What follows belongs to an exercise in optimizing a design on an open flow for small area, a short achievable clock period and few clock cycles; a production flow would make more cautious choices.
The RTL was checked by simulation tests, not by an equivalence proof against the original design.
No activity file was given, so power comes from the tool's default toggle rates.

==> design.v <==
`timescale 1ns / 1ps
package trtcm_pkg;
  localparam int WordW    = 64;
  localparam int HalfW    = WordW / 2;
  localparam int LenW     = 16;
  localparam int ColorW   = 2;
  localparam int CfgIdxW  = 3;
  localparam int InDataW  = 80;    
  localparam int OutDataW = 8;     
  localparam int DivSteps = WordW;
  localparam int DivCntW  = $clog2(DivSteps);
  localparam int MulSteps = 4;     
  localparam int MulCntW  = $clog2(MulSteps + 1);
  typedef logic [WordW-1:0]  word_t;
  typedef logic [ColorW-1:0] color_t;
  localparam color_t COLOR_GREEN  = 2'd0;
  localparam color_t COLOR_YELLOW = 2'd1;
  localparam color_t COLOR_RED    = 2'd2;
  localparam logic [CfgIdxW-1:0] CFG_PEAK_PERIOD  = 3'd0;
  localparam logic [CfgIdxW-1:0] CFG_PEAK_RATE    = 3'd1;
  localparam logic [CfgIdxW-1:0] CFG_COMM_PERIOD  = 3'd2;
  localparam logic [CfgIdxW-1:0] CFG_COMM_RATE    = 3'd3;
  localparam logic [CfgIdxW-1:0] CFG_PEAK_BURST   = 3'd4;
  localparam logic [CfgIdxW-1:0] CFG_COMM_BURST   = 3'd5;
  localparam logic [CfgIdxW-1:0] CFG_COUNT_BYTES  = 3'd6;
  typedef struct packed {
    logic load;        
    logic side;
    logic div_start;
    logic mul_start;
    logic fill;        
    logic decide;      
    logic pass;        
    logic out_load;
  } cmd_t;
  typedef struct packed {
    logic peak_zero;
    logic comm_zero;
    logic div_done;
    logic mul_done;
    logic out_free;
  } status_t;
endpackage
`timescale 1ns / 1ps
module trtcm_div #(
  parameter int FW = 16             
) (
  input  logic                 clk,
  input  logic                 rst,
  input  logic                 start,      
  input  logic                 zmode,      
  input  trtcm_pkg::word_t     delta,
  input  trtcm_pkg::word_t     period,
  input  trtcm_pkg::word_t     rate,
  output logic                 busy,
  output trtcm_pkg::word_t     prod,
  output logic                 prod_sat
);
  localparam int W = trtcm_pkg::WordW;
  localparam logic [1:0] B_DONE = 2'd0;
  localparam logic [1:0] B_ADD  = 2'd1;
  localparam logic [1:0] B_GROW = 2'd2;
  localparam logic [1:0] B_DIV  = 2'd3;
  logic [1:0]   bst;
  logic [5:0]   lvl;
  logic [W-1:0] rem, dv, acc;
  logic         asat;
  logic [FW-1:0] pp3;
  always_ff @(posedge clk) begin
    pp3 <= {period[FW-2:0], 1'b0} + period[FW-1:0];
  end
  logic [FW:0]   fe;
  logic [FW+1:0] a0, a1, a2, a3, a4, b1, b2, b3;
  logic          ge0, ge1, ge2, ge3, ge4, gb1, gb2, gb3;
  logic          fast;
  assign fe = {1'b0, delta[FW-1:0]} + {1'b0, rem[FW-1:0]};
  assign a0 = {1'b0, fe} - {2'b0, period[FW-1:0]};
  assign a1 = {1'b0, fe} - {1'b0, period[FW-1:0], 1'b0};
  assign a2 = {1'b0, fe} - {period[FW-1:0], 2'b0};
  assign a3 = {1'b0, fe} - {period[FW-2:0], 3'b0};
  assign a4 = {1'b0, fe} - {period[FW-3:0], 4'b0};
  assign b1 = {1'b0, fe} - {2'b0, pp3};
  assign b2 = {1'b0, fe} - {1'b0, pp3, 1'b0};
  assign b3 = {1'b0, fe} - {pp3, 2'b0};
  assign ge0 = ~a0[FW+1];
  assign ge1 = ~a1[FW+1];
  assign ge2 = ~a2[FW+1];
  assign ge3 = ~a3[FW+1];
  assign ge4 = ~a4[FW+1];
  assign gb1 = ~b1[FW+1];
  assign gb2 = ~b2[FW+1];
  assign gb3 = ~b3[FW+1];
  assign fast = (delta[W-1:FW] == '0) && (rem[W-1:FW] == '0) &&
                (period[W-1:FW-3] == '0) && !ge4 && !zmode;
  logic [W:0]   dsub;
  logic         fits, fits4;
  logic [W:0]   hsum;
  logic [W-1:0] ha, hb;
  assign dsub  = {1'b0, rem} - {1'b0, dv};
  assign fits  = ~dsub[W];
  assign fits4 = (dv[W-1:W-4] == '0) && (rem >= {dv[W-5:0], 4'b0});
  always_comb begin
    if (start) begin
      ha = {rate[W-2:0], 1'b0};
      hb = rate;
    end else if (bst == B_ADD) begin
      ha = rem;
      hb = dv;
    end else begin
      ha = {acc[W-2:0], 1'b0};
      hb = rate;
    end
  end
  assign hsum = {1'b0, ha} + {1'b0, hb};
  logic [W-1:0] top2;
  logic         top2_sat;
  always_comb begin
    top2     = {rate[W-2:0], 1'b0};
    top2_sat = rate[W-1];
    if ((ge3 && gb3) || (!ge3 && ge2 && gb2) || (!ge2 && gb1)) begin
      top2     = hsum[W-1:0];
      top2_sat = rate[W-1] | hsum[W];
    end
  end
  always_ff @(posedge clk) begin
    if (rst) begin
      bst <= B_DONE;
      rem <= '0;
    end else if (start) begin
      acc  <= '0;
      asat <= 1'b0;
      if (fast) begin
        if (!ge0) begin
          rem <= W'(fe);
        end else if (ge1) begin
          acc  <= top2;
          asat <= top2_sat;
          if (ge3) begin
            rem <= W'(gb3 ? b3[FW:0] : a3[FW:0]);
            dv  <= {period[W-2:0], 1'b0};
            lvl <= 6'd1;
            bst <= B_DIV;
          end else if (ge2) begin
            rem <= W'(gb2 ? b2[FW:0] : a2[FW:0]);
            dv  <= period;
            lvl <= 6'd0;
            bst <= B_DIV;
          end else begin
            rem <= W'(gb1 ? b1[FW:0] : a1[FW:0]);
          end
        end else begin
          acc <= rate;
          rem <= W'(a0[FW:0]);
        end
      end else begin
        dv  <= delta;
        bst <= B_ADD;
      end
    end else begin
      case (bst)
        B_ADD: begin
          rem <= hsum[W-1:0];
          dv  <= period;
          lvl <= '0;
          bst <= zmode ? B_DONE : B_GROW;
        end
        B_GROW: begin
          if (fits4) begin
            dv  <= {dv[W-5:0], 4'b0};
            lvl <= lvl + 6'd4;
          end else if (fits) begin
            if (dv[W-1]) begin
              bst <= B_DIV;
            end else begin
              dv  <= {dv[W-2:0], 1'b0};
              lvl <= lvl + 6'd1;
            end
          end else if (lvl == '0) begin
            bst <= B_DONE;
          end else begin
            dv  <= {1'b0, dv[W-1:1]};
            lvl <= lvl - 6'd1;
            bst <= B_DIV;
          end
        end
        B_DIV: begin
          if (fits) begin
            rem  <= dsub[W-1:0];
            acc  <= hsum[W-1:0];
            asat <= asat | acc[W-1] | hsum[W];
          end else begin
            acc  <= {acc[W-2:0], 1'b0};
            asat <= asat | acc[W-1];
          end
          dv  <= {1'b0, dv[W-1:1]};
          lvl <= lvl - 6'd1;
          if (lvl == '0) bst <= B_DONE;
        end
        default: ;
      endcase
    end
  end
  assign busy     = (bst != B_DONE);
  assign prod     = acc;
  assign prod_sat = asat;
endmodule
`timescale 1ns / 1ps
module trtcm_dp (
  input  trtcm_pkg::word_t             tq,
  input  logic [trtcm_pkg::LenW-1:0]   pend,
  input  trtcm_pkg::word_t             prod,
  input  logic                         sat,      
  input  trtcm_pkg::word_t             burst,
  input  logic [trtcm_pkg::LenW-1:0]   charge,
  output logic                         lt,       
  output trtcm_pkg::word_t             capped
);
  localparam int W = trtcm_pkg::WordW;
  localparam int L = trtcm_pkg::LenW;
  localparam int XW = W + 3;                 
  logic [XW-1:0] a, b, np, nb, nc;
  logic [XW-1:0] s1, c1, s2, c2, s3, c3;
  logic [XW:0]   xs, gs, hs;
  logic         over, lt_b, lt_x;
  assign a  = {3'b0, tq};
  assign b  = {3'b0, prod};
  assign np = ~{{(XW-L){1'b0}}, pend};
  assign nb = ~{3'b0, burst};
  assign nc = ~{{(XW-L){1'b0}}, charge};
  assign s1 = a ^ b ^ np;
  assign c1 = {((a & b) | (a & np) | (b & np)), 1'b0};
  assign s2 = s1 ^ c1 ^ nb;
  assign c2 = {((s1 & c1) | (s1 & nb) | (c1 & nb)), 1'b0};
  assign s3 = s1 ^ c1 ^ nc;
  assign c3 = {((s1 & c1) | (s1 & nc) | (c1 & nc)), 1'b0};
  assign xs = {s1, 1'b1} + {c1, 1'b1};             
  assign gs = {s2, 1'b1} + {c2, 1'b1};             
  assign hs = {s3, 1'b1} + {c3[XW-1:1], 2'b11};     
  assign over = sat | ~gs[XW];
  assign lt_x = hs[XW];
  assign lt_b = (burst[W-1:L] == '0) && (burst[L-1:0] < charge);
  assign lt   = over ? lt_b : lt_x;
  assign capped = over ? burst : xs[W:1];
endmodule
`timescale 1ns / 1ps
module trtcm_ctrl #(
  parameter int D = 4
) (
  input  logic                           clk,
  input  logic                           rst,
  input  logic                           push,
  input  trtcm_pkg::color_t              din,
  input  logic                           pop,
  output logic                           valid,
  output logic [trtcm_pkg::OutDataW-1:0] dout
);
  trtcm_pkg::color_t q  [D];
  trtcm_pkg::color_t qs [D];
  logic [D-1:0]      v, vs, vn;
  trtcm_pkg::color_t qn [D];
  always_comb begin
    vs = pop ? {1'b0, v[D-1:1]} : v;
    for (int i = 0; i < D; i++) begin
      qs[i] = (pop && i < D - 1) ? q[(i + 1) % D] : q[i];
    end
    vn = vs;
    for (int i = 0; i < D; i++) begin
      qn[i] = qs[i];
      if (push && !vs[i] && (i == 0 || vs[(i + D - 1) % D])) begin
        vn[i] = 1'b1;
        qn[i] = din;
      end
    end
  end
  always_ff @(posedge clk) begin
    if (rst) v <= '0;
    else     v <= vn;
  end
  always_ff @(posedge clk) begin
    for (int i = 0; i < D; i++) q[i] <= qn[i];
  end
  assign valid = v[0];
  assign dout  = {{(trtcm_pkg::OutDataW - trtcm_pkg::ColorW){1'b0}}, q[0]};
endmodule
`timescale 1ns / 1ps
module two_rate_three_color_meter_core (
  input  logic                                clk,
  input  logic                                rst,
  input  logic                                cfg_we,
  input  logic [trtcm_pkg::CfgIdxW-1:0]       cfg_index,
  input  logic [trtcm_pkg::WordW-1:0]         cfg_data,
  input  logic                                s_tvalid,
  output logic                                s_tready,
  input  logic [trtcm_pkg::InDataW-1:0]       s_tdata,   
  output logic                                m_tvalid,
  input  logic                                m_tready,
  output logic [trtcm_pkg::OutDataW-1:0]      m_tdata    
);
  localparam int W  = trtcm_pkg::WordW;
  localparam int LW = trtcm_pkg::LenW;
  localparam int QD = 6;                  
  logic [W-1:0] peak_period, peak_rate, comm_period, comm_rate, peak_burst, comm_burst;
  logic         count_bytes;
  logic [W-1:0] cfg_wd;
  assign cfg_wd = rst ? '0 : cfg_data;
  always_ff @(posedge clk) begin
    if (rst || (cfg_we && cfg_index == trtcm_pkg::CFG_PEAK_PERIOD)) peak_period <= cfg_wd;
    if (rst || (cfg_we && cfg_index == trtcm_pkg::CFG_PEAK_RATE))   peak_rate   <= cfg_wd;
    if (rst || (cfg_we && cfg_index == trtcm_pkg::CFG_COMM_PERIOD)) comm_period <= cfg_wd;
    if (rst || (cfg_we && cfg_index == trtcm_pkg::CFG_COMM_RATE))   comm_rate   <= cfg_wd;
    if (rst || (cfg_we && cfg_index == trtcm_pkg::CFG_PEAK_BURST))  peak_burst  <= cfg_wd;
    if (rst || (cfg_we && cfg_index == trtcm_pkg::CFG_COMM_BURST))  comm_burst  <= cfg_wd;
    if (rst || (cfg_we && cfg_index == trtcm_pkg::CFG_COUNT_BYTES)) count_bytes <= cfg_wd[0];
  end
  logic peak_zero, comm_zero;
  assign peak_zero = (peak_period == '0);
  assign comm_zero = (comm_period == '0);
  logic          i_v, d_v, e_v;
  logic          i_take, d_take, e_fin;
  logic          busy_p, busy_c;
  logic [2:0]    resv;
  logic          pop;
  assign e_fin  = e_v & ~busy_p & ~busy_c;
  assign d_take = d_v & (~e_v | e_fin);
  assign i_take = i_v & (~d_v | d_take);
  assign s_tready = (~i_v | i_take) & (resv != 3'(QD));
  logic [W-1:0]  i_now;
  logic [LW-1:0] i_len;
  always_ff @(posedge clk) begin
    if (rst) i_v <= 1'b0;
    else if (s_tready) i_v <= s_tvalid;
    else if (i_take) i_v <= 1'b0;
  end
  always_ff @(posedge clk) begin
    if (s_tready) begin
      i_now <= s_tdata[LW +: W];
      i_len <= s_tdata[LW-1:0];
    end
  end
  logic [W-1:0]  nl, d_delta;
  logic [LW-1:0] d_len;
  logic          d_pass;
  always_ff @(posedge clk) begin
    if (rst) begin
      d_v <= 1'b0;
      nl  <= '0;
    end else begin
      if (i_take) begin
        d_v <= 1'b1;
        if (!peak_zero) nl <= i_now;
      end else if (d_take) begin
        d_v <= 1'b0;
      end
    end
  end
  always_ff @(posedge clk) begin
    if (i_take) begin
      d_delta <= i_now - nl;
      d_len   <= i_len;
      d_pass  <= peak_zero;
    end
  end
  logic [W-1:0]  prod_p, prod_c;
  logic          sat_p, sat_c;
  logic [LW-1:0] e_chg;
  logic          e_pass;
  always_ff @(posedge clk) begin
    if (rst) e_v <= 1'b0;
    else if (d_take) e_v <= 1'b1;
    else if (e_fin) e_v <= 1'b0;
  end
  always_ff @(posedge clk) begin
    if (d_take) begin
      e_chg  <= count_bytes ? d_len : LW'(1);
      e_pass <= d_pass;
    end
  end
  trtcm_div u_peak (
    .clk      (clk),
    .rst      (rst),
    .start    (d_take & ~d_pass),
    .zmode    (1'b0),
    .delta    (d_delta),
    .period   (peak_period),
    .rate     (peak_rate),
    .busy     (busy_p),
    .prod     (prod_p),
    .prod_sat (sat_p)
  );
  trtcm_div u_comm (
    .clk      (clk),
    .rst      (rst),
    .start    (d_take & ~d_pass),
    .zmode    (comm_zero),
    .delta    (d_delta),
    .period   (comm_period),
    .rate     (comm_rate),
    .busy     (busy_c),
    .prod     (prod_c),
    .prod_sat (sat_c)
  );
  logic [W-1:0]         tq_p, tq_c, cap_p, cap_c;
  logic [LW-1:0]        pend_p, pend_c;
  logic                 red, yellow;
  trtcm_pkg::color_t    color;
  trtcm_dp u_dec_p (
    .tq     (tq_p),
    .pend   (pend_p),
    .prod   (prod_p),
    .sat    (sat_p),
    .burst  (peak_burst),
    .charge (e_chg),
    .lt     (red),
    .capped (cap_p)
  );
  trtcm_dp u_dec_c (
    .tq     (tq_c),
    .pend   (pend_c),
    .prod   (prod_c),
    .sat    (sat_c),
    .burst  (comm_burst),
    .charge (e_chg),
    .lt     (yellow),
    .capped (cap_c)
  );
  always_ff @(posedge clk) begin
    if (rst) begin
      tq_p   <= '0;
      tq_c   <= '0;
      pend_p <= '0;
      pend_c <= '0;
    end else if (e_fin && !e_pass) begin
      tq_p   <= cap_p;
      tq_c   <= cap_c;
      pend_p <= red ? '0 : e_chg;
      pend_c <= (red || yellow) ? '0 : e_chg;
    end
  end
  assign color = e_pass ? trtcm_pkg::COLOR_GREEN :
                 red    ? trtcm_pkg::COLOR_RED   :
                 yellow ? trtcm_pkg::COLOR_YELLOW : trtcm_pkg::COLOR_GREEN;
  assign pop = m_tvalid & m_tready;
  always_ff @(posedge clk) begin
    if (rst) resv <= '0;
    else     resv <= resv + 3'(s_tready & s_tvalid) - 3'(pop);
  end
  trtcm_ctrl #(.D(QD)) u_q (
    .clk     (clk),
    .rst     (rst),
    .push    (e_fin),
    .din     (color),
    .pop     (pop),
    .valid   (m_tvalid),
    .dout    (m_tdata)
  );
endmodule
==> run.sh <==
#!/bin/bash
# synth_recipe.tcl (not shown) runs the flow's synth.tcl, then flattens the netlist and writes it again
# the make line also repeats each setting of config.mk as NAME=value (left out here)
make -C /OpenROAD-flow-scripts/flow DESIGN_CONFIG=/design/flow/config.mk WORK_HOME=/design/flow/orfs CLKGATE_MAP_FILE= SYNTH_SCRIPT=/design/flow/synth_recipe.tcl finish
==> config.mk <==
export PLATFORM = sky130hd
export DESIGN_NAME = two_rate_three_color_meter_core
export DESIGN_NICKNAME = two_rate_three_color_meter_core
export VERILOG_FILES = /design/flow/design.v
export SDC_FILE = /design/flow/constraint.sdc
export NUM_CORES = 4
export LEC_CHECK = 0
export CAP_MARGIN = 20
export CORE_MARGIN = 2
export CORE_UTILIZATION = 40
export SETUP_SLACK_MARGIN = 5
export SLEW_MARGIN = 20
==> constraint.sdc <==
create_clock -name core_clock -period 11.0 [get_ports {clk}]
set_input_delay 2.2000 -clock core_clock [delete_from_list [all_inputs] [get_ports {clk}]]
set_output_delay 2.2000 -clock core_clock [all_outputs]
set_load 0.01 [all_outputs]
==> summary.txt, run 1 <==
Hold WC Path Type - reg -> reg
Buf+Inv Stages, Crit Path - 3
ys async rst share - 0%
die area - 294,000 sq um
vias in the first global route - 102,000
Setup TNS Final - 0 ps
Mean Syn Cell Area - 8.53 sq um
post-DP HPWL - 378 mm
CP Launch Type - flop
first-pass GRT wire length - 710 mm
worst vdd ir - 0.000249 V
Layout area overhead - 12.6%
layout cells sized above 1 - 8.42%
Fill cells - 28,600
Max clock buf depth - 4
Placed Instances - 17,100
critical path arrival - 6780 ps
Crit-path slowest cell - edfxtp_1
CTS tree - done
routed vias - 110,000
I/O Pins - 162
1st-iter DRT viols - 14,000
Min-Delay Endpoint - d_len[8]
clock latency on the worst-skew pair - 890 ps
row count - 197
die height - 542 microns
ys flop type - edfxtp_1
cells on worst reg2reg path - 24
H-Tree Depth - 4
RR Endpoint - u_comm.rem[59]
Slew headroom - 11.6%
worst hold start - i_len[8]
EDFF count, synth - 845
crit end category - flop
CTS Buf Count - 163
Setup CP Type - reg -> reg
Mapped Cells - 13,600
Worst path top cell family by delay - compound AO/OA/AOI/OAI gates
sequential area share after synthesis - 28.8%
worst path cell trace - ha_2, fa_2, a211o_1, a2111oi_4, o311a_1, o2bb2ai_4, o21bai_1, a21oi_1, xnor2_1, buf_4, ha_4, a21o_1, a21o_1, a221oi_2, o41ai_4, xnor2_2, buf_4, or3_4, or2_4, a21boi_4, nor2_4, buf_12, a221oi_1, o21ai_0
initial antenna violation count - 69
final setup vio count - 0
Avg Vias per Cell - 6.23
Clk pin slew, worst setup/hold paths - 60 ps
P per Cell Area - 239 nW/um^2
PortBufs - 155
Core Box Area - 288,000 sq um
total track usage - 32.6%
gpl congestion - 1.01
synth unique cells - 113
drt drc - 0
RSZ-0062 raised after global routing - yes
DP Worst Slack - 2930 ps
hold_buf cts - 0
1st-pass router iterations - 8
Finished Layout Cells - 17,600
final net count - 15,400
WP depth - 24
reg-to-reg setup timing slack - 4910 ps
total of max-cap violations - 0
Hold Slack - 418 ps
CP max stage delay - 460 ps
Initial Utilization - 40.2%
synthesized area - 116,000 sq um
Finished Cell Area - 130,000 sq um
DRT Wirelength - 501 mm
root buf cell - clkbuf_16
LEAKAGE - 55.9 nW
final setup skew - 83.6 ps
Synth warnings - 6
largest net degree at the start of global routing - 169
DP Area - 122,000 sq um
setup ws final - 4910 ps
Final Hold Vio Count - 0
status - finished clean
worst-margin pin slew - 1320 ps
r2r startpoint - d_delta[0]
clock sink count - 1,245
CP Max Fanout - 36
hold depth - 0
Tmin final - 6090 ps
Final period util - 55.4%
antenna viol nets, final - 0
Remaining Overflow, GRT - 0
synthesized flop and latch total - 1,245
mean routed wirelength per cell - 28.4 microns
chip width - 542 microns
Final Max Slew Viols - 0
f_max - 164 MHz
Req. time, crit path - 11,690 ps
==> cells in the mapped netlist, types with 35 or more instances <==
cell type     n  area, sq um
a211oi_1    216         1620
a21boi_0     35          263
a21o_1      504         3780
a21oi_1    1372         6870
a221o_1      69          691
a221oi_1     37          324
a22o_1       59          517
a22oi_1     131          983
a31oi_1     134          838
and2_1       50          313
and3_1       62          388
buf_1        49          184
buf_2        60          300
clkbuf_1    487         1830
dfxtp_1     400         8010
edfxtp_1    845        25400
fa_1        216         4320
ha_1       1366        17100
inv_1      1371         5150
mux2_2      157         1770
mux2i_1     251         2510
nand2_1     996         3740
nand2b_1     96          601
nand3_1     187          936
nand4_1     211         1320
nor2_1     1010         3790
nor2b_1     166         1040
nor3_1      195          976
nor4_1      136          851
o211ai_1    121          908
o21a_1      117          878
o21ai_0     879         4400
o21ai_1      47          235
o21bai_1    127          953
o221ai_1     42          368
o22ai_1     122          763
o31ai_1      65          488
or3_1        52          325
xnor2_1     403         3530
xor2_1      197         1730
==> logic make-up after synthesis <==
| family | Yosys count | synth area share, % |
|---|---|---|
| muxes | 408 | 3.69 |
| AOI/OAI and AO/OA | 4453 | 24.6 |
| xor gates and xnor gates | 601 | 4.55 |
| and+or+nand+nor | 3301 | 13.3 |
| other | 1 | 0.00324 |
| DFF | 1245 | 28.8 |
| adders and majority gates | 1584 | 18.5 |
| buffers and inverters | 1987 | 6.57 |
==> per-stage QoR <==
step / util [%] / power [mW]
2_1_floorplan: - / 18.3
3_3_place_gp: 42.3 / 23.7
3_5_place_dp: 42.4 / 23.7
4_1_cts: 44.7 / 29.8
5_1_grt: 45.2 / 32.8
6_report: 45.3 / 31.1
==> worst max-delay path by stage <==
| stage | from | to | slack (ps) |
|---|---|---|---|
| 3_5_place_dp | u_peak.bst[1] | u_peak.acc[61] | 2930 |
| 2_1_floorplan | rst | u_comm.acc[0] | 4080 |
| 6_report | d_delta[0] | u_comm.rem[59] | 4910 |
| 5_1_grt | u_peak.bst[1] | u_comm.acc[57] | 4830 |
| 3_3_place_gp | u_peak.bst[1] | u_peak.acc[63] | 2960 |
| 4_1_cts | d_delta[0] | u_comm.rem[63] | 4920 |
==> what timing repair did <==
action / 4_1_cts / 5_1_grt
gates cloned: 10 / 15
buffers inserted: 73 / 49
endpoints found under the setup margin: 507 / 419
gates resized for setup: 169 / 155
pin swaps: 40 / 49
==> power breakdown <==
| group | switching [mW] | leakage, nW | internal (mW) |
|---|---|---|---|
| Combinational | 11.8 | 42.0 | 7.18 |
| Sequential | 0.936 | 11.4 | 5.70 |
| Clock | 2.33 | 2.53 | 3.13 |
| Total | 15.1 | 55.9 | 16.0 |
==> metal layers <==
| metal | share of wire (%) | global-route usage [%] | vias to the layer above |
|---|---|---|---|
| li1 | - | - | 49700 |
| met1 | 41 | 43.4 | 52700 |
| met2 | 42 | 49.0 | 6201 |
| met3 | 11 | 8.23 | 1178 |
| met4 | 5.5 | 15.7 | 28 |
| met5 | 0.036 | 0 | - |
==> cell type report <==
type | instances | area [sq um] | area share, %
Inverter | 1372 | 5150 | 3.95
Antenna cell | 60 | 150 | 0.115
Clock buffer | 206 | 4370 | 3.35
Timing Repair Buffer | 510 | 5080 | 3.89
Clock inverter | 87 | 868 | 0.666
Multi-Input combinational cell | 10400 | 76700 | 58.8
Sequential cell | 1245 | 33400 | 25.6
Tap cell | 3781 | 4730 | 3.63
==> layout by cell type, fill, tap and decap left out, drive strengths merged, types with 218 or more instances in the layout <==
master and n:
a211oi 218, a21o 504, a21oi 1383, buf 341, dfxtp 400, edfxtp 845, ha 1366, inv 1379
mux2i 251, nand2 996, nor2 1018, o21ai 931, xnor2 404
Testbench counts, summed over its fixed seeds: cycles 2,825.
==> run 2, diff against run 1 <==
--- a/design.v
+++ b/design.v
@@ -102,3 +102,3 @@
   always_comb begin
-    if (start) begin
+    if (bst == B_DONE) begin
       ha = {rate[W-2:0], 1'b0};
@@ -129,29 +129,14 @@
     end else if (start) begin
-      acc  <= '0;
-      asat <= 1'b0;
+      dv   <= !fast ? delta : ge3 ? {period[W-2:0], 1'b0} : period;
+      lvl  <= ge3 ? 6'd1 : 6'd0;
+      acc  <= !ge0 ? '0 : ge1 ? top2 : rate;
+      asat <= ge1 & top2_sat;
       if (fast) begin
-        if (!ge0) begin
-          rem <= W'(fe);
-        end else if (ge1) begin
-          acc  <= top2;
-          asat <= top2_sat;
-          if (ge3) begin
-            rem <= W'(gb3 ? b3[FW:0] : a3[FW:0]);
-            dv  <= {period[W-2:0], 1'b0};
-            lvl <= 6'd1;
-            bst <= B_DIV;
-          end else if (ge2) begin
-            rem <= W'(gb2 ? b2[FW:0] : a2[FW:0]);
-            dv  <= period;
-            lvl <= 6'd0;
-            bst <= B_DIV;
-          end else begin
-            rem <= W'(gb1 ? b1[FW:0] : a1[FW:0]);
-          end
-        end else begin
-          acc <= rate;
-          rem <= W'(a0[FW:0]);
-        end
+        if (!ge0)     rem <= W'(fe);
+        else if (ge3) rem <= W'(gb3 ? b3[FW:0] : a3[FW:0]);
+        else if (ge2) rem <= W'(gb2 ? b2[FW:0] : a2[FW:0]);
+        else if (ge1) rem <= W'(gb1 ? b1[FW:0] : a1[FW:0]);
+        else          rem <= W'(a0[FW:0]);
+        if (ge2) bst <= B_DIV;
       end else begin
-        dv  <= delta;
         bst <= B_ADD;
@@ -161,3 +146,5 @@
         B_ADD: begin
-          rem <= hsum[W-1:0];
+          acc  <= '0;
+          asat <= 1'b0;
+          rem  <= hsum[W-1:0];
           dv  <= period;
@@ -323,3 +310,3 @@
   assign e_fin  = e_v & ~busy_p & ~busy_c;
-  assign d_take = d_v & (~e_v | e_fin);
+  assign d_take = d_v & ~busy_p & ~busy_c;
   assign i_take = i_v & (~d_v | d_take);
==> run 2 against run 1 <==
Still clean. Sequential power down 4.5%. Maximum frequency increased by 2.5%. Power is 13% lower. Worst hold slack better by 4.3 ps. Worst setup slack improved by 150 ps. Clock skew is 28 ps lower. Highest routed layer unchanged.
==> summary.txt, run 2 <==
ys flop type - edfxtp_1
largest net degree at the start of global routing - 111 (-34%)
Max clock buf depth - 4 (unchanged)
top cells by count, synth - inv_1, ha_1, nand2_1
1st-iter DRT viols - 14,100 (+0.61%)
routed vias - 108,000 (-1.4%)
xor and xnor area share after synthesis - 4.79% (+0.24 points)
crit end category - flop
Clk pin slew, worst setup/hold paths - 60 ps (about the same)
mean routed wirelength per cell - 27.3 microns (-4.0%)
DP Area - 121,000 sq um (-0.52%)
simple-gate share of the synthesized area - 14.0% (+0.68 points)
1st-pass router iterations - 10 (+2)
die area - 293,000 sq um (-0.40%)
sequential area share after synthesis - 28.9% (+0.12 points)
Mapped Cells - 13,600 (+0.10%)
Cell Int Power - 14.5 mW (-9.4%)
top cell type's share of synthesized area - 22.0% (+0.088 points)
Switching Share - 46.6% (-2.0 points)
Initial Utilization - 40.1% (-0.092 points)
final net count - 15,300 (-0.45%)
most frequent cells in the layout - inv_1, ha_1, nand2_1
Finished Cell Area - 129,000 sq um (-1.4%)
total of max-cap violations - 0 (unchanged)
ys async rst share - 0% (unchanged)
NetSw - 12.7 mW (-16%)
Pwr Total - 27.2 mW (-13%)
Finished Layout Cells - 17,600 (-0.33%)
synthesized flop and latch total - 1,245 (unchanged)
top cells by area, synth - edfxtp_1, ha_1, dfxtp_1
part of the power in registers - 23.3% (+2.0 points)
area of the multi-input gates - 75,800 sq um (-1.2%)
EDFF count, synth - 845 (unchanged)
worst-margin pin slew - 1270 ps (-51.9 ps)
CTS Buf Count - 159 (-2.5%)
top-count cell post-synth - inv_1
clock sink count - 1,245 (unchanged)
Synth warnings - 6 (unchanged)
H-Tree Depth - 4 (unchanged)
largest family of logic cells by synthesized area - compound AO/OA/AOI/OAI gates
CTS tree - done
drt drc - 0 (unchanged)
Setup TNS Final - 0 ps (unchanged)
Slew headroom - 15.0% (+3.5 points)
post-DP HPWL - 366 mm (-3.2%)
final setup vio count - 0 (unchanged)
Layout area overhead - 11.4%
gpl congestion - 1.02 (+0.79%)
Tmin final - 5940 ps (-150 ps)
Final Max Slew Viols - 0 (unchanged)
worst vdd ir - 0.000154 V (-38%)
Hold WC Path Type - reg -> reg
CP Max Fanout - 70 (+94%)
Storage cell area - 33,400 sq um (about the same)
Mean Syn Cell Area - 8.49 sq um (-0.50%)
vias in the first global route - 99,900 (-2.5%)
antenna viol nets, final - 0 (unchanged)
status - finished clean
compound-gate portion of the synthesized area - 23.9% (-0.68 points)
Core Box Area - 288,000 sq um (-0.17%)
layout cells sized above 1 - 6.22% (-2.2 points)
synth unique cells - 97 (-14%)
CP Launch Type - flop
synthesized area - 115,000 sq um (-0.40%)
Final period util - 54.0% (-1.4 points)
DRT Wirelength - 479 mm (-4.3%)
critical path arrival - 6700 ps (-80 ps)
chip width - 541 microns (-0.20%)
total track usage - 31.3% (-1.3 points)
commonest non-fill, non-tap cell in the layout - inv_1
root buf cell - clkbuf_16
initial antenna violation count - 70 (+1.4%)
Setup CP Type - reg -> reg
die height - 541 microns (-0.20%)
Adder-Cell Fraction of Synth Area - 18.6% (+0.065 points)
RSZ-0062 raised after global routing - yes
clock latency on the worst-skew pair - 870 ps (-20 ps)
P per Cell Area - 211 nW/um^2 (-11%)
power share of the combinational group - 56.7% (-4.4 points)
Req. time, crit path - 11,760 ps (+70 ps)
I/O Pins - 162 (unchanged)
area leader, netlist - edfxtp_1
Fill cells - 28,500 (-0.16%)
final setup skew - 55.4 ps (-28.2 ps)
mux cell area share after synthesis - 3.23% (-0.46 points)
setup ws final - 5060 ps (+150 ps)
clock power share - 20.0% (+2.4 points)
Final Hold Vio Count - 0 (unchanged)
Remaining Overflow, GRT - 0 (unchanged)
f_max - 168 MHz (+2.5%)
PortBufs - 155 (unchanged)
first-pass GRT wire length - 686 mm (-3.4%)
Avg Vias per Cell - 6.16 (-1.1%)
DP Worst Slack - 3660 ps (+731 ps)
LEAKAGE - 54.2 nW (-3.0%)
Placed Instances - 17,100 (-0.053%)
row count - 197 (unchanged)
## run 2: cell type report
| type | instances | share of cell area [%] |
|---|---|---|
| Antenna cell | 77 | 0.150 |
| Clock buffer | 208 | 3.39 |
| Clock inverter | 75 | 0.638 |
| Inverter | 1373 | 4.01 |
| Multi-Input combinational cell | 10400 | 58.9 |
| Sequential cell | 1245 | 26.0 |
| Tap cell | 3781 | 3.68 |
| Timing Repair Buffer | 448 | 3.26 |
## run 2: through the flow
stage | hold WS [ps] | util, %
2_1_floorplan | 400 | -
3_3_place_gp | 404 | 42.2
3_5_place_dp | 405 | 42.2
4_1_cts | 422 | 44.3
5_1_grt | 442 | 44.7
6_report | 422 | 44.7
## run 2: cell families after synthesis
logic type / after synthesis
other: 1
and+or+nand+nor: 3437
adders and majority gates: 1583
AOI/OAI and AO/OA: 4319
DFF: 1245
muxes: 371
xor gates and xnor gates: 631
buffers and inverters: 2007
## run 2: worst max-delay path: stages, from the launching register on
cell	delay [ps]
edfxtp_1	470
inv_1	240
fa_1	530
fa_1	560
inv_1	40
ha_1	300
a21o_1	220
a211oi_4	380
o211ai_1	320
a21oi_2	340
o21ai_1	210
a221o_1	430
a211oi_2	380
o21ai_4	180
buf_6	280
buf_12	280
and2_1	250
a222oi_1	310
inv_1	70
## run 2: layer usage
metal,up-vias,routed length [microns],track usage (%)
met5,-,371,0.575
met4,22,26200,15.2
met3,982,50700,7.07
met2,5696,204000,47.2
met1,52000,198000,42.1
li1,49600,-,-
## run 2: path summary, 6_finish.rpt
path | start | to | slack, ps | cells past startpoint
min reg2reg | i_len[5] | d_len[5] | 420 | 0
min | i_len[5] | d_len[5] | 420 | 0
max reg2reg | u_peak.acc[7] | tq_p[58] | 5060 | 18
max | u_peak.acc[7] | tq_p[58] | 5060 | 18
## run 2: power groups by stage
stage / sequential [mW] / combinational [mW] / clock (mW)
2_1_floorplan: 6.01 / 10.2 / 0
3_3_place_gp: 6.40 / 14.1 / 0
3_5_place_dp: 6.40 / 14.1 / 0
4_1_cts: 6.29 / 14.6 / 5.47
5_1_grt: 6.35 / 16.6 / 5.63
6_report: 6.34 / 15.4 / 5.43
## run 2: what timing repair did
item,in CTS,in global routing
cloned,5,7
resized for setup,93,117
setup buffers,26,51
endpoints found under the hold margin,0,0
pin swaps,14,25
hold buffers,0,0
endpoints found under the setup margin,388,327
Testbench counts of run 2, summed over its fixed seeds: cycles 2,825.
==> run 3, diff against run 2 <==
--- a/design.v
+++ b/design.v
@@ -54,2 +54,3 @@
   input  trtcm_pkg::word_t     rate,
+  input  trtcm_pkg::word_t     burst,
   output logic                 busy,
@@ -59,7 +60,8 @@
   localparam int W = trtcm_pkg::WordW;
-  localparam logic [1:0] B_DONE = 2'd0;
-  localparam logic [1:0] B_ADD  = 2'd1;
-  localparam logic [1:0] B_GROW = 2'd2;
-  localparam logic [1:0] B_DIV  = 2'd3;
-  logic [1:0]   bst;
+  localparam logic [2:0] B_DONE = 3'd0;
+  localparam logic [2:0] B_ADD  = 3'd1;
+  localparam logic [2:0] B_GROW = 3'd2;
+  localparam logic [2:0] B_DIV  = 3'd3;
+  localparam logic [2:0] B_LD   = 3'd4;
+  logic [2:0]   bst;
   logic [5:0]   lvl;
@@ -75,3 +77,12 @@
   logic          fast;
-  assign fe = {1'b0, delta[FW-1:0]} + {1'b0, rem[FW-1:0]};
+  logic          ld, ld_ok;
+  logic [FW-1:0] dl, rl;
+  always_ff @(posedge clk) begin
+    if (rst) ld <= 1'b0;
+    else     ld <= (bst == B_GROW && lvl == '0 && ld_ok) ||
+                   (bst == B_LD && lvl != '0);
+  end
+  assign dl = ld ? {{(FW-2){1'b0}}, dv[W-1:W-2]} : delta[FW-1:0];
+  assign rl = ld ? {rem[FW-3:0], 2'b00} : rem[FW-1:0];
+  assign fe = {1'b0, dl} + {1'b0, rl};
   assign a0 = {1'b0, fe} - {2'b0, period[FW-1:0]};
@@ -98,5 +109,7 @@
   logic [W-1:0] ha, hb;
-  assign dsub  = {1'b0, rem} - {1'b0, dv};
-  assign fits  = ~dsub[W];
-  assign fits4 = (dv[W-1:W-4] == '0) && (rem >= {dv[W-5:0], 4'b0});
+  logic         ge_dv4;
+  trtcm_add #(.N(W)) u_dsub (.a(rem), .b(~dv), .ci(1'b1), .s(dsub[W-1:0]), .co(fits));
+  assign dsub[W] = ~fits;
+  trtcm_add #(.N(W)) u_dv4 (.a(rem), .b(~{dv[W-5:0], 4'b0}), .ci(1'b1), .s(), .co(ge_dv4));
+  assign fits4 = (dv[W-1:W-4] == '0) && ge_dv4;
   always_comb begin
@@ -113,3 +126,3 @@
   end
-  assign hsum = {1'b0, ha} + {1'b0, hb};
+  trtcm_add #(.N(W)) u_hsum (.a(ha), .b(hb), .ci(1'b0), .s(hsum[W-1:0]), .co(hsum[W]));
   logic [W-1:0] top2;
@@ -124,2 +137,12 @@
   end
+  logic [FW:0] fsel;
+  always_comb begin
+    if (!ge0)     fsel = fe;
+    else if (ge3) fsel = gb3 ? b3[FW:0] : a3[FW:0];
+    else if (ge2) fsel = gb2 ? b2[FW:0] : a2[FW:0];
+    else if (ge1) fsel = gb1 ? b1[FW:0] : a1[FW:0];
+    else          fsel = a0[FW:0];
+  end
+  assign ld_ok = (period[W-1:FW-3] == '0) && (rate != '0) &&
+                 (burst[W-1:FW] == '0) && (rem[W-1:32] != '0);
   always_ff @(posedge clk) begin
@@ -134,7 +157,3 @@
       if (fast) begin
-        if (!ge0)     rem <= W'(fe);
-        else if (ge3) rem <= W'(gb3 ? b3[FW:0] : a3[FW:0]);
-        else if (ge2) rem <= W'(gb2 ? b2[FW:0] : a2[FW:0]);
-        else if (ge1) rem <= W'(gb1 ? b1[FW:0] : a1[FW:0]);
-        else          rem <= W'(a0[FW:0]);
+        rem <= W'(fsel);
         if (ge2) bst <= B_DIV;
@@ -154,3 +173,14 @@
         B_GROW: begin
-          if (fits4) begin
+          if (lvl == '0 && ld_ok) begin
+            rem  <= '0;
+            asat <= 1'b1;
+            bst  <= B_LD;
+            if (rem[W-1:48] == '0) begin
+              dv  <= {rem[W-17:0], 16'b0};
+              lvl <= 6'd23;
+            end else begin
+              dv  <= rem;
+              lvl <= 6'd31;
+            end
+          end else if (fits4) begin
             dv  <= {dv[W-5:0], 4'b0};
@@ -185,2 +215,8 @@
         end
+        B_LD: begin
+          rem <= W'(fsel);
+          dv  <= {dv[W-3:0], 2'b00};
+          lvl <= lvl - 6'd1;
+          if (lvl == '0) bst <= B_DONE;
+        end
         default: ;
@@ -209,3 +245,3 @@
   logic [XW-1:0] s1, c1, s2, c2, s3, c3;
-  logic [XW:0]   xs, gs, hs;
+  trtcm_pkg::word_t x;
   logic         over, lt_b, lt_x;
@@ -222,10 +258,45 @@
   assign c3 = {((s1 & c1) | (s1 & nc) | (c1 & nc)), 1'b0};
-  assign xs = {s1, 1'b1} + {c1, 1'b1};             
-  assign gs = {s2, 1'b1} + {c2, 1'b1};             
-  assign hs = {s3, 1'b1} + {c3[XW-1:1], 2'b11};     
-  assign over = sat | ~gs[XW];
-  assign lt_x = hs[XW];
+  logic [XW-1:0] xsum, gsum, hsum;
+  trtcm_add #(.N(XW)) u_x (.a(s1), .b(c1), .ci(1'b1), .s(xsum), .co());    
+  trtcm_add #(.N(XW)) u_g (.a(s2), .b(c2), .ci(1'b1), .s(gsum), .co());    
+  trtcm_add #(.N(XW)) u_h (.a(s3), .b({c3[XW-1:1], 1'b1}), .ci(1'b1), .s(hsum), .co());  
+  assign over = sat | ~gsum[XW-1];
+  assign x    = xsum[W-1:0];
+  assign lt_x = hsum[XW-1];
   assign lt_b = (burst[W-1:L] == '0) && (burst[L-1:0] < charge);
   assign lt   = over ? lt_b : lt_x;
-  assign capped = over ? burst : xs[W:1];
+  assign capped = over ? burst : x;
+endmodule
+module trtcm_add #(
+  parameter int N = 64
+) (
+  input  logic [N-1:0] a,
+  input  logic [N-1:0] b,
+  input  logic         ci,
+  output logic [N-1:0] s,
+  output logic         co
+);
+  localparam int L = $clog2(N);
+  logic [N-1:0] p0, g0;
+  logic [N-1:0] gl [0:L];
+  logic [N-1:0] pl [0:L];
+  always_comb begin
+    p0 = a ^ b;
+    g0 = a & b;
+    gl[0] = g0;
+    pl[0] = p0;
+    gl[0][0] = g0[0] | (p0[0] & ci);
+    for (int l = 0; l < L; l++) begin
+      gl[l+1] = gl[l];
+      pl[l+1] = pl[l];
+      for (int i = 0; i < N; i++) begin
+        if (((i >> l) & 1) == 1) begin
+          gl[l+1][i] = gl[l][i] | (pl[l][i] & gl[l][((i >> l) << l) - 1]);
+          pl[l+1][i] = pl[l][i] & pl[l][((i >> l) << l) - 1];
+        end
+      end
+    end
+  end
+  assign s  = p0 ^ {gl[L][N-2:0], ci};
+  assign co = gl[L][N-1];
 endmodule
@@ -287,3 +358,3 @@
   localparam int LW = trtcm_pkg::LenW;
-  localparam int QD = 6;                  
+  localparam int QD = 7;                  
   logic [W-1:0] peak_period, peak_rate, comm_period, comm_rate, peak_burst, comm_burst;
@@ -342,5 +413,7 @@
   end
+  logic [W-1:0] i_delta;
+  trtcm_add #(.N(W)) u_delta (.a(i_now), .b(~nl), .ci(1'b1), .s(i_delta), .co());
   always_ff @(posedge clk) begin
     if (i_take) begin
-      d_delta <= i_now - nl;
+      d_delta <= i_delta;
       d_len   <= i_len;
@@ -372,2 +445,3 @@
     .rate     (peak_rate),
+    .burst    (peak_burst),
     .busy     (busy_p),
@@ -384,2 +458,3 @@
     .rate     (comm_rate),
+    .burst    (comm_burst),
     .busy     (busy_c),
@@ -389,5 +464,8 @@
   logic [W-1:0]         tq_p, tq_c, cap_p, cap_c;
-  logic [LW-1:0]        pend_p, pend_c;
+  logic [LW-1:0]        chg_l, pend_p, pend_c;
+  logic                 deb_p, deb_c;
   logic                 red, yellow;
   trtcm_pkg::color_t    color;
+  assign pend_p = deb_p ? chg_l : '0;
+  assign pend_c = deb_c ? chg_l : '0;
   trtcm_dp u_dec_p (
@@ -414,11 +492,16 @@
     if (rst) begin
-      tq_p   <= '0;
-      tq_c   <= '0;
-      pend_p <= '0;
-      pend_c <= '0;
+      tq_p  <= '0;
+      tq_c  <= '0;
+      deb_p <= 1'b0;
+      deb_c <= 1'b0;
     end else if (e_fin && !e_pass) begin
-      tq_p   <= cap_p;
-      tq_c   <= cap_c;
-      pend_p <= red ? '0 : e_chg;
-      pend_c <= (red || yellow) ? '0 : e_chg;
+      tq_p  <= cap_p;
+      tq_c  <= cap_c;
+      deb_p <= ~red;
+      deb_c <= ~(red | yellow);
+    end
+  end
+  always_ff @(posedge clk) begin
+    if (e_fin && !e_pass) begin
+      chg_l <= e_chg;
     end
@@ -428,2 +511,11 @@
                  yellow ? trtcm_pkg::COLOR_YELLOW : trtcm_pkg::COLOR_GREEN;
+  trtcm_pkg::color_t c_color;
+  logic              c_v;
+  always_ff @(posedge clk) begin
+    if (rst) c_v <= 1'b0;
+    else     c_v <= e_fin;
+  end
+  always_ff @(posedge clk) begin
+    c_color <= color;
+  end
   assign pop = m_tvalid & m_tready;
@@ -436,4 +528,4 @@
     .rst     (rst),
-    .push    (e_fin),
-    .din     (color),
+    .push    (c_v),
+    .din     (c_color),
     .pop     (pop),
==> run 3 against run 2 <==
Count of clock-buffer cells in the layout fell by 25. Still clean on timing, DRC and antenna. Global-route usage is 0.17 points lower. Final cell count is 2.7% lower. Worst setup slack got worse by 37 ps. Highest routed layer unchanged. Final area is 0.32% lower.
==> summary.txt, run 3 <==
routed vias - 105,000 (-3.1%)
Hold WC Path Type - reg -> reg
first-pass GRT wire length - 667 mm (-2.8%)
synth unique cells - 98 (+1.0%)
Final Max Slew Viols - 0 (unchanged)
row count - 195 (-1.0%)
clock latency on the worst-skew pair - 900 ps (+30 ps)
Core Box Area - 282,000 sq um (-1.9%)
post-DP HPWL - 351 mm (-4.1%)
Storage cell area - 33,500 sq um (+0.30%)
CTS tree - done
final net count - 15,000 (-2.2%)
layout cells sized above 1 - 8.61% (+2.4 points)
area leader, netlist - edfxtp_1
ys flop type - edfxtp_1
Hold Slack - 410 ps (-12.7 ps)
hold depth - 0 (unchanged)
CTS Buf Count - 154 (-3.1%)
gpl congestion - 1.01 (-1.2%)
clock sink count - 1,241 (-0.32%)
hold_buf cts - 0 (unchanged)
LEAKAGE - 53.5 nW (-1.4%)
CP Max Fanout - 41 (-41%)
status - finished clean
Max clock buf depth - 4 (unchanged)
Final Hold Vio Count - 0 (unchanged)
Remaining Overflow, GRT - 0 (unchanged)
CP max stage delay - 390 ps (-170 ps)
Layout area overhead - 13.2%
Clk pin slew, worst setup/hold paths - 60 ps (about the same)
total track usage - 31.2% (-0.17 points)
Setup CP Type - reg -> reg
1st-pass router iterations - 7 (-3)
top cells by area, synth - edfxtp_1, ha_1, dfxtp_1
critical path arrival - 6710 ps (about the same)
Synth warnings - 12 (+6)
worst-margin pin slew - 1260 ps (-8.47 ps)
cells on worst reg2reg path - 25 (+7)
Slew headroom - 15.3% (+0.25 points)
area of the multi-input gates - 74,400 sq um (-1.7%)
vias in the first global route - 97,400 (-2.5%)
Initial Utilization - 40.1% (about the same)
root buf cell - clkbuf_16
final setup vio count - 0 (unchanged)
H-Tree Depth - 4 (unchanged)
sequential area share after synthesis - 29.6% (+0.65 points)
die height - 536 microns (-0.95%)
top-count cell post-synth - ha_1
commonest non-fill, non-tap cell in the layout - ha_1
Worst path top cell family by delay - compound AO/OA/AOI/OAI gates
drt drc - 0 (unchanged)
CP Launch Type - flop
antenna viol nets, final - 0 (unchanged)
DRT Wirelength - 469 mm (-2.1%)
chip width - 536 microns (-0.95%)
Req. time, crit path - 11,730 ps (-30 ps)
mean routed wirelength per cell - 27.4 microns (+0.56%)
Final period util - 54.3% (+0.34 points)
synthesized area - 113,000 sq um (-1.9%)
largest net degree at the start of global routing - 133 (+20%)
top cell type's share of synthesized area - 22.9% (+0.90 points)
Buf+Inv Stages, Crit Path - 4 (-1)
1st-iter DRT viols - 13,700 (-2.8%)
Mean Syn Cell Area - 8.65 sq um (+1.8%)
Placed Instances - 16,600 (-2.7%)
final setup skew - 81.0 ps (+25.6 ps)
Finished Layout Cells - 17,100 (-2.7%)
initial antenna violation count - 54 (-23%)
ys async rst share - 0% (unchanged)
Avg Vias per Cell - 6.13 (-0.49%)
Setup TNS Final - 0 ps (unchanged)
Mapped Cells - 13,100 (-3.6%)
crit end category - flop
RSZ-0062 raised after global routing - yes
synthesized flop and latch total - 1,241 (-0.32%)
Tmin final - 5980 ps (+36.9 ps)
WP depth - 25 (+7)
die area - 287,000 sq um (-1.9%)
top cells by count, synth - ha_1, inv_1, a21oi_1
P per Cell Area - 305 nW/um^2 (+44%)
Fill cells - 27,500 (-3.8%)
I/O Pins - 162 (unchanged)
total of max-cap violations - 0 (unchanged)
Most common cell on crit path - a21o_1
Crit-path slowest cell - buf_6
most frequent cells in the layout - ha_1, inv_1, a21oi_1
worst vdd ir - 0.000352 V (+130%)
EDFF count, synth - 863 (+2.1%)
PortBufs - 155 (unchanged)
f_max - 167 MHz (-0.62%)
-- run 3: cells by family after synthesis --
family	after synthesis	share of synthesized area [%]
adder cells (fa/ha/maj)	1613	19.5
other	1	0.00331
AND/OR/NAND/NOR	3290	13.6
XOR/XNOR	543	4.20
buffers and inverters	1887	6.36
AO/OA/AOI/OAI	4052	22.4
flip-flops	1241	29.6
multiplexers	471	4.36
-- run 3: worst paths after layout --
kind             start        endpoint  slack (ps)
max          u_peak.ld  u_peak.rem[14]        5020
min           i_len[5]        d_len[5]         410
max reg2reg  u_peak.ld  u_peak.rem[14]        5020
min reg2reg   i_len[5]        d_len[5]         410
-- run 3: repair_timing --
item,4_1_cts,5_1_grt
setup buffers,40,83
gates cloned,12,18
pin swaps,19,57
resized for setup,148,213
setup endpoints to repair,383,409
-- run 3: through the flow --
stage | total power, mW | util [%] | cell area [sq um] | setup WS (ps)
2_1_floorplan | 23.1 | - | 113000 | 4310
3_3_place_gp | 30.0 | 42.4 | 120000 | 3460
3_5_place_dp | 30.0 | 42.4 | 120000 | 3370
4_1_cts | 36.8 | 44.7 | 126000 | 4980
5_1_grt | 41.2 | 45.4 | 128000 | 4930
6_report | 39.1 | 45.5 | 128000 | 5020
-- run 3: layout make-up --
cell class	instances	area share (%)
Inverter	1301	3.81
Clock inverter	96	0.954
Sequential cell	1241	26.1
Timing Repair Buffer	532	4.17
Multi-Input combinational cell	9980	58.1
Tap cell	3743	3.65
Clock buffer	183	3.19
Antenna cell	16	0.0312
-- run 3: report_power, final --
group,internal (mW),switching [mW]
clock network,3.23,2.32
logic,10.2,16.1
registers,5.84,1.40
-- run 3: metal layers --
metal / GRT usage (%) / vias up / routed length [microns]
li1: - / 47800 / -
met1: 42.7 / 50000 / 193000
met2: 45.2 / 5897 / 192000
met3: 8.48 / 1153 / 57500
met4: 14.4 / 14 / 26600
met5: 0 / - / 93
Testbench counts of run 3, summed over its fixed seeds: cycles 2,629.
==> run 4, diff against run 3 <==
--- a/design.v
+++ b/design.v
@@ -86,11 +86,24 @@
   assign rl = ld ? {rem[FW-3:0], 2'b00} : rem[FW-1:0];
+  function automatic logic [FW+1:0] dr_minus(input logic [FW-1:0] d,
+                                             input logic [FW-1:0] r,
+                                             input logic [FW+1:0] c);
+    logic [FW+1:0] x, y, nc, sm, k;
+    logic [FW+2:0] t;
+    x  = {2'b0, d};
+    y  = {2'b0, r};
+    nc = ~c;
+    sm = x ^ y ^ nc;
+    k  = {((x[FW:0] & y[FW:0]) | (x[FW:0] & nc[FW:0]) | (y[FW:0] & nc[FW:0])), 1'b0};
+    t  = {sm, 1'b1} + {k, 1'b1};
+    dr_minus = t[FW+2:1];
+  endfunction
   assign fe = {1'b0, dl} + {1'b0, rl};
-  assign a0 = {1'b0, fe} - {2'b0, period[FW-1:0]};
-  assign a1 = {1'b0, fe} - {1'b0, period[FW-1:0], 1'b0};
-  assign a2 = {1'b0, fe} - {period[FW-1:0], 2'b0};
-  assign a3 = {1'b0, fe} - {period[FW-2:0], 3'b0};
-  assign a4 = {1'b0, fe} - {period[FW-3:0], 4'b0};
-  assign b1 = {1'b0, fe} - {2'b0, pp3};
-  assign b2 = {1'b0, fe} - {1'b0, pp3, 1'b0};
-  assign b3 = {1'b0, fe} - {pp3, 2'b0};
+  assign a0 = dr_minus(dl, rl, {2'b0, period[FW-1:0]});
+  assign a1 = dr_minus(dl, rl, {1'b0, period[FW-1:0], 1'b0});
+  assign a2 = dr_minus(dl, rl, {period[FW-1:0], 2'b0});
+  assign a3 = dr_minus(dl, rl, {period[FW-2:0], 3'b0});
+  assign a4 = dr_minus(dl, rl, {period[FW-3:0], 4'b0});
+  assign b1 = dr_minus(dl, rl, {2'b0, pp3});
+  assign b2 = dr_minus(dl, rl, {1'b0, pp3, 1'b0});
+  assign b3 = dr_minus(dl, rl, {pp3, 2'b0});
   assign ge0 = ~a0[FW+1];
@@ -106,10 +119,7 @@
   logic [W:0]   dsub;
-  logic         fits, fits4;
+  logic         fits;
   logic [W:0]   hsum;
   logic [W-1:0] ha, hb;
-  logic         ge_dv4;
   trtcm_add #(.N(W)) u_dsub (.a(rem), .b(~dv), .ci(1'b1), .s(dsub[W-1:0]), .co(fits));
   assign dsub[W] = ~fits;
-  trtcm_add #(.N(W)) u_dv4 (.a(rem), .b(~{dv[W-5:0], 4'b0}), .ci(1'b1), .s(), .co(ge_dv4));
-  assign fits4 = (dv[W-1:W-4] == '0) && ge_dv4;
   always_comb begin
@@ -184,5 +194,2 @@
             end
-          end else if (fits4) begin
-            dv  <= {dv[W-5:0], 4'b0};
-            lvl <= lvl + 6'd4;
           end else if (fits) begin
==> flow/run.sh (new file) <==
#!/bin/bash
# Own layout flow: the standard layout (standard.sh, unchanged synthesis,
# floorplan, placement, CTS, routing) with a larger setup margin for
# repair_timing, so the resizer aims for a shorter clock period than the 11 ns
# constraint asks for. The SDC, clock period and I/O constraints are the standard flow's.
# Each tool's output goes to a log file in the work folder: make's to
# flow_make.log, and ORFS keeps each step's log under orfs/logs/.
set -euo pipefail
cd "$(dirname "$0")/.."
cat flow/margin.mk >> config.mk
bash standard.sh > flow_make.log 2>&1
==> flow/margin.mk (new file) <==
export SETUP_SLACK_MARGIN = 5.6
==> standard.sh (new file) <==
#!/bin/bash
# synth_recipe.tcl (not shown) runs the flow's synth.tcl, then flattens the netlist and writes it again
# the make line also repeats each setting of config.mk as NAME=value (left out here)
make -C /OpenROAD-flow-scripts/flow DESIGN_CONFIG=/design/flow/config.mk WORK_HOME=/design/flow/orfs CLKGATE_MAP_FILE= SYNTH_SCRIPT=/design/flow/synth_recipe.tcl "${@:-finish}"
--- a/config.mk
+++ b/config.mk
@@ -10,3 +10,5 @@
 export CORE_UTILIZATION = 40
-export SETUP_SLACK_MARGIN = 5
+export CTS_CLUSTER_DIAMETER = 100
+export CTS_CLUSTER_SIZE = 20
 export SLEW_MARGIN = 20
+export SETUP_SLACK_MARGIN = 5.6
removed: run.sh
==> run 4 against run 3 <==
Still clean. Routed wire length is 6.5% lower. Count of clock-buffer cells in the layout is 58 lower. Power is 3.7% lower. Flip-flop and latch count stayed put. Synthesized area hardly changed. First-iteration DRC count is 13% lower. Worst setup slack better by 610 ps. Largest cell class unchanged.
==> summary.txt, run 4 <==
Hold WC Path Type - reg -> reg
Fill cells - 27,500 (+0.27%)
final setup vio count - 0 (unchanged)
worst vdd ir - 0.000327 V (-7.1%)
ys async rst share - 0% (unchanged)
1st-pass router iterations - 9 (+2)
clock sink count - 1,241 (unchanged)
synthesized area - 113,000 sq um (about the same)
DP Worst Slack - 4060 ps (+687 ps)
Util after Layout - 44.6% (-0.84 points)
Setup CP Type - reg -> reg
f_max - 186 MHz (+11%)
drt drc - 0 (unchanged)
initial antenna violation count - 49 (-9.3%)
top-count cell post-synth - inv_1
CTS tree - done
sequential area share after synthesis - 29.5% (about the same)
Mapped Cells - 12,700 (-3.3%)
Final Max Slew Viols - 0 (unchanged)
most frequent cells in the layout - inv_1, ha_1, a21oi_1
Final Hold Vio Count - 0 (unchanged)
Core Box Area - 282,000 sq um (unchanged)
status - finished clean
Avg Vias per Cell - 5.97 (-2.7%)
antenna viol nets, final - 0 (unchanged)
PortBufs - 155 (unchanged)
total track usage - 29.4% (-1.8 points)
vias in the first global route - 92,400 (-5.2%)
ys flop type - edfxtp_1
Tmin final - 5370 ps (-611 ps)
LEAKAGE - 53.2 nW (-0.50%)
worst-margin pin slew - 1310 ps (+54.7 ps)
final setup skew - 69.4 ps (-11.6 ps)
Layout area overhead - 11.1%
Req. time, crit path - 11,610 ps (-120 ps)
row count - 195 (unchanged)
P per Cell Area - 299 nW/um^2 (-1.8%)
mean routed wirelength per cell - 26.4 microns (-3.9%)
Slew headroom - 12.2% (-3.1 points)
Remaining Overflow, GRT - 0 (unchanged)
commonest non-fill, non-tap cell in the layout - inv_1
worst path cell trace - nor4_1, nand4_1, or3_1, nor3b_1, nand3_1, nor2_1, nand2_2, buf_4, nor2_4, nand2_1, o21ai_0, a221oi_1, a211oi_1
Finished Layout Cells - 16,600 (-2.7%)
DRT Wirelength - 439 mm (-6.5%)
synthesized flop and latch total - 1,241 (unchanged)
layout cells sized above 1 - 7.74% (-0.87 points)
Mean Syn Cell Area - 8.95 sq um (+3.5%)
Clk pin slew, worst setup/hold paths - 90 ps (+30 ps)
CP Max Fanout - 51 (+24%)
hold depth - 0 (unchanged)
crit end category - flop
1st-iter DRT viols - 12,000 (-13%)
gpl congestion - 1.01 (+0.40%)
clock latency on the worst-skew pair - 820 ps (-80 ps)
Max clock buf depth - 3 (-1)
first-pass GRT wire length - 629 mm (-5.7%)
root buf cell - clkbuf_16
top cells by area, synth - edfxtp_1, ha_1, fa_1
Synth warnings - 12 (unchanged)
CTS Buf Count - 95 (-38%)
area leader, netlist - edfxtp_1
Final period util - 48.8% (-5.6 points)
EDFF count, synth - 863 (unchanged)
I/O Pins - 162 (unchanged)
H-Tree Depth - 3 (-1)
die height - 536 microns (about the same)
final net count - 14,600 (-2.3%)
die area - 288,000 sq um (about the same)
Crit-path slowest cell - nor4_1
cells on worst reg2reg path - 13 (-48%)
setup ws final - 5630 ps (+611 ps)
Hold Slack - 417 ps (+7.50 ps)
chip width - 536 microns (about the same)
CP Launch Type - flop
RSZ-0062 raised after global routing - yes
largest net degree at the start of global routing - 105 (-21%)
top cell type's share of synthesized area - 22.9% (about the same)
CP max stage delay - 800 ps (+410 ps)
Placed Instances - 16,300 (-2.3%)
synth unique cells - 118 (+20%)
total of max-cap violations - 0 (unchanged)
Setup TNS Final - 0 ps (unchanged)
post-DP HPWL - 332 mm (-5.4%)
routed vias - 99,200 (-5.4%)
Initial Utilization - 40.2% (about the same)
critical path arrival - 5980 ps (-730 ps)
top cells by count, synth - inv_1, ha_1, a21oi_1
-- run 4: changes by cell type after synthesis, sizes merged, moves of 117 or more --
cell	previous run	this run
fa	251	465
inv	1294	1529
nand2	1058	895
nand3	265	148
o211ai	234	88
o21ai	984	712
-- run 4: timing repair --
action / CTS / global route
resized for setup: 187 / 125
hold buffers: 0 / 0
setup buffers: 52 / 63
pin swaps: 22 / 34
endpoints found under the setup margin: 640 / 565
gates cloned: 19 / 13
endpoints found under the hold margin: 0 / 0
-- run 4: power by group --
group / switching [mW] / internal (mW) / leakage (nW)
logic: 16.2 / 10.3 / 40.2
registers: 1.40 / 5.88 / 11.4
clock network: 2.11 / 1.77 / 1.56
-- run 4: worst paths after layout --
kind	from	end	slack (ps)
max reg2reg	peak_period[53]	u_peak.dv[10]	5630
max	peak_period[53]	u_peak.dv[10]	5630
min	i_len[2]	d_len[2]	420
min reg2reg	i_len[2]	d_len[2]	420
-- run 4: cell type report --
| class | count | area, sq um | share of cell area, % |
|---|---|---|---|
| multi-input cells | 9398 | 73400 | 58.3 |
| flip-flops and latches | 1241 | 33500 | 26.6 |
| inverters | 1531 | 5800 | 4.61 |
| repair buffers | 499 | 5150 | 4.09 |
| well taps | 3743 | 4680 | 3.72 |
| clock buffers | 125 | 2550 | 2.03 |
| clock inverters | 53 | 677 | 0.538 |
| diodes | 33 | 82.6 | 0.0656 |
-- run 4: cells by family after synthesis --
family | count (synthesis) | share of synthesized area (%)
fa+ha+maj | 1714 | 22.0
other cells | 1 | 0.00331
compound gates | 3546 | 19.9
xor+xnor | 602 | 4.68
buf+inv | 2044 | 6.95
mux | 500 | 4.58
simple gates | 3015 | 12.3
flops | 1241 | 29.5
-- run 4: worst max-delay path: cells and delay by family (launching register included) --
family / cells / cell delay, ps
compound gates: 3 / 420
flops: 1 / 400
simple gates: 9 / 3960
buf+inv: 1 / 360
-- run 4: through the flow --
| stage | total power, mW | cell area (sq um) |
|---|---|---|
| finish | 37.6 | 126000 |
| floorplan | 24.5 | 113000 |
| CTS | 36.3 | 124000 |
| detailed placement | 31.4 | 120000 |
| global route | 40.1 | 126000 |
| global placement | 31.4 | 120000 |
-- run 4: layer usage --
metal  GRT usage [%]  vias up  share of wire, %
met1            39.5    47700                41
met2            44.8     5158                43
met5               0        -             0.047
li1                -    45400                 -
met4            13.5       22               5.6
met3            6.43      979                10
Testbench counts of run 4, summed over its fixed seeds: cycles 2,629.
==> run 5, diff against run 4 <==
--- a/design.v
+++ b/design.v
@@ -45,3 +45,3 @@
 module trtcm_div #(
-  parameter int FW = 16             
+  parameter int FW = 15             
 ) (
==> flow/margin.mk (replaced) <==
export SETUP_SLACK_MARGIN = 6.0
--- a/config.mk
+++ b/config.mk
@@ -13,2 +13,2 @@
 export SLEW_MARGIN = 20
-export SETUP_SLACK_MARGIN = 5.6
+export SETUP_SLACK_MARGIN = 6.0
==> run 5 against run 4 <==
Largest power group unchanged. Utilization grew 2.3 points. Routed wire length grew 9.3%. Critical path depth grew 5. Highest routed layer unchanged. Still clean on timing, DRC and antenna.
==> summary.txt, run 5 <==
first-pass GRT wire length - 666 mm (+5.9%)
status - finished clean
CP Max Fanout - 5 (-90%)
CP Launch Type - flop
Setup CP Type - reg -> reg
Finished Cell Area - 132,000 sq um (+4.9%)
top-count cell post-synth - inv_1
Core Box Area - 282,000 sq um (-0.17%)
Placed Instances - 16,300 (+0.36%)
final net count - 14,900 (+1.9%)
post-DP HPWL - 329 mm (-0.83%)
antenna viol nets, final - 0 (unchanged)
routed vias - 103,000 (+3.9%)
mux cell area share after synthesis - 4.72% (+0.14 points)
Crit-path slowest cell - or4_1
hold_buf cts - 0 (unchanged)
gpl congestion - 1.01 (-0.79%)
synth unique cells - 103 (-13%)
DP Area - 119,000 sq um (about the same)
Mapped Cells - 12,700 (+0.67%)
1st-pass router iterations - 11 (+2)
die area - 287,000 sq um (-0.34%)
sequential area share after synthesis - 29.6% (+0.066 points)
total of max-cap violations - 0 (unchanged)
r2r startpoint - u_peak.acc[60]
compound-gate portion of the synthesized area - 19.2% (-0.69 points)
CP max stage delay - 650 ps (-150 ps)
ys flop type - edfxtp_1
clock sink count - 1,239 (-0.16%)
worst-margin pin slew - 1240 ps (-77.8 ps)
Clk pin slew, worst setup/hold paths - 90 ps (about the same)
total track usage - 31.6% (+2.2 points)
Final Hold Vio Count - 0 (unchanged)
LEAKAGE - 55.6 nW (+4.5%)
Slew headroom - 17.1% (+5.0 points)
Initial Utilization - 40.1% (-0.069 points)
Hold WC Path Type - reg -> reg
f_max - 197 MHz (+5.7%)
row count - 195 (unchanged)
DRT Wirelength - 479 mm (+9.3%)
worst setup path startpoint - u_peak.acc[60]
1st-iter DRT viols - 14,000 (+17%)
H-Tree Depth - 3 (unchanged)
die height - 535 microns (-0.17%)
Setup TNS Final - 0 ps (unchanged)
Adder-Cell Fraction of Synth Area - 21.8% (-0.23 points)
synthesized area - 113,000 sq um (-0.34%)
Finished Layout Cells - 17,000 (+2.0%)
final setup skew - 69.4 ps (+0.0517 ps)
largest family of logic cells by synthesized area - adder cells
Remaining Overflow, GRT - 0 (unchanged)
chip width - 535 microns (-0.17%)
PortBufs - 155 (unchanged)
clock latency on the worst-skew pair - 820 ps (about the same)
Req. time, crit path - 11,740 ps (+130 ps)
Final period util - 46.2% (-2.6 points)
worst hold start - i_len[12]
Layout area overhead - 16.9%
most frequent cells in the layout - inv_1, ha_1, a21oi_1
worst vdd ir - 0.000286 V (-12%)
CTS Buf Count - 87 (-8.4%)
I/O Pins - 162 (unchanged)
Pwr Total - 42.2 mW (+12%)
mean routed wirelength per cell - 28.3 microns (+7.2%)
drt drc - 0 (unchanged)
final setup vio count - 0 (unchanged)
layout cells sized above 1 - 13.3% (+5.6 points)
top cell type's share of synthesized area - 22.9% (+0.079 points)
simple-gate share of the synthesized area - 12.7% (+0.39 points)
root buf cell - clkbuf_16
Final Max Slew Viols - 0 (unchanged)
xor and xnor area share after synthesis - 4.48% (-0.19 points)
area leader, netlist - edfxtp_1
top cells by area, synth - edfxtp_1, ha_1, fa_1
initial antenna violation count - 66 (+35%)
top cells by count, synth - inv_1, ha_1, a21oi_1
ys async rst share - 0% (unchanged)
worst path cell trace - inv_1, ha_1, inv_1, fa_1, ha_1, nand4_1, nor2_1, and3_1, nand2_1, or4_1, a2111oi_2, a21oi_4, buf_12, buf_12, clkbuf_16, o41ai_4, nor2b_2, buf_6
commonest non-fill, non-tap cell in the layout - inv_1
vias in the first global route - 94,700 (+2.5%)
P per Cell Area - 320 nW/um^2 (+6.9%)
Mean Syn Cell Area - 8.86 sq um (-1.0%)
crit end category - flop
Avg Vias per Cell - 6.08 (+1.8%)
CTS tree - done
Synth warnings - 12 (unchanged)
synthesized flop and latch total - 1,239 (-0.16%)
critical path arrival - 5810 ps (-170 ps)
Tmin final - 5080 ps (-289 ps)
EDFF count, synth - 863 (unchanged)
largest net degree at the start of global routing - 94 (-10%)
RSZ-0062 raised after global routing - yes
Max clock buf depth - 3 (unchanged)
==> run 5: kinds of logic (layout without fill, tap and decap cells) <==
| family | after synthesis | after routing |
|---|---|---|
| other cells | 1 | 78 |
| buf+inv | 2227 | 2606 |
| mux | 515 | 516 |
| flops | 1239 | 1239 |
| compound gates | 3408 | 3412 |
| fa+ha+maj | 1689 | 1689 |
| xor+xnor | 577 | 577 |
| simple gates | 3092 | 3098 |
==> run 5: path summary, 6_finish.rpt <==
kind                      to  cells after the start  slack [ps]
setup / recovery  c_color[1]                     18        5920
hold / removal     d_len[12]                      0         420
setup reg to reg  c_color[1]                     18        5920
hold reg to reg    d_len[12]                      0         420
==> run 5: metrics by stage <==
step	hold WS (ps)	worst slack, ps	utilization [%]
2_1_floorplan	400	6010	-
3_3_place_gp	403	3850	42.4
3_5_place_dp	407	3760	42.4
4_1_cts	419	5840	45.2
5_1_grt	441	5780	46.8
6_report	416	5920	46.9
==> run 5: area by class of cell <==
cell class / count / area [sq um]
inverters: 1705 / 6470
clock buffers: 125 / 2360
clock inverters: 37 / 567
diodes: 72 / 180
well taps: 3743 / 4680
repair buffers: 739 / 8400
fillers: 26800 / 150000
multi-input cells: 9298 / 75900
flip-flops and latches: 1239 / 33500
==> run 5: repair_timing <==
action                     CTS  global route
gates resized for setup    602           604
pin swaps                  192           334
setup endpoints to repair  671           555
setup buffers              173           148
gates cloned                43            35
==> run 5: layer usage <==
layer  vias up  share of wire, %  track usage [%]
li1      45900                 -                -
met1     49700                40             43.6
met2      6255                40             44.1
met3      1221                13             9.03
met4        16               6.4             17.0
met5         -             0.020                0
==> run 5: worst max-delay path, delay by kind of cell (launching register included) <==
kind            cells  cell delay (ps)
simple gates        6             1510
fa+ha+maj           3             1060
compound gates      3              980
buf+inv             6              870
flops               1              550
==> run 5: power breakdown <==
part	switching [mW]	internal (mW)	total, mW
clock network	2.06	1.68	3.73
logic	18.5	12.5	31.0
registers	1.56	5.95	7.51
total	22.1	20.1	42.2
Testbench counts of run 5, summed over its fixed seeds: cycles 2,629.

what the ideal ports hide:
The flow's constraints put no driver on any port. The routed layouts listed below were extracted and timed again, unchanged, in two steps.
Step 1 sets driving cells, clkbuf_16 on the clock port and buf_2 on the other inputs (assumed; they add their load-dependent delay and slew).
Step 2 times the ports against the registers' clock, not the clock port: input delays grow and output delays shrink by t, the midpoint of the rising clock arrivals with the driver on.
Three values: ideal, step 1, step 2; two values: the first two.
run | t, ns | setup WS [ns]
run 1 | 0.950 | 4.910 / 4.910 / 4.910
run 2 | 0.943 | 5.060 / 5.060 / 5.060
run 3 | 0.978 | 5.023 / 4.989 / 5.023
run 4 | 0.883 | 5.634 / 5.634 / 5.421
run 5 | 0.893 | 5.923 / 5.923 / 5.840
After both steps every run listed still meets setup and hold.
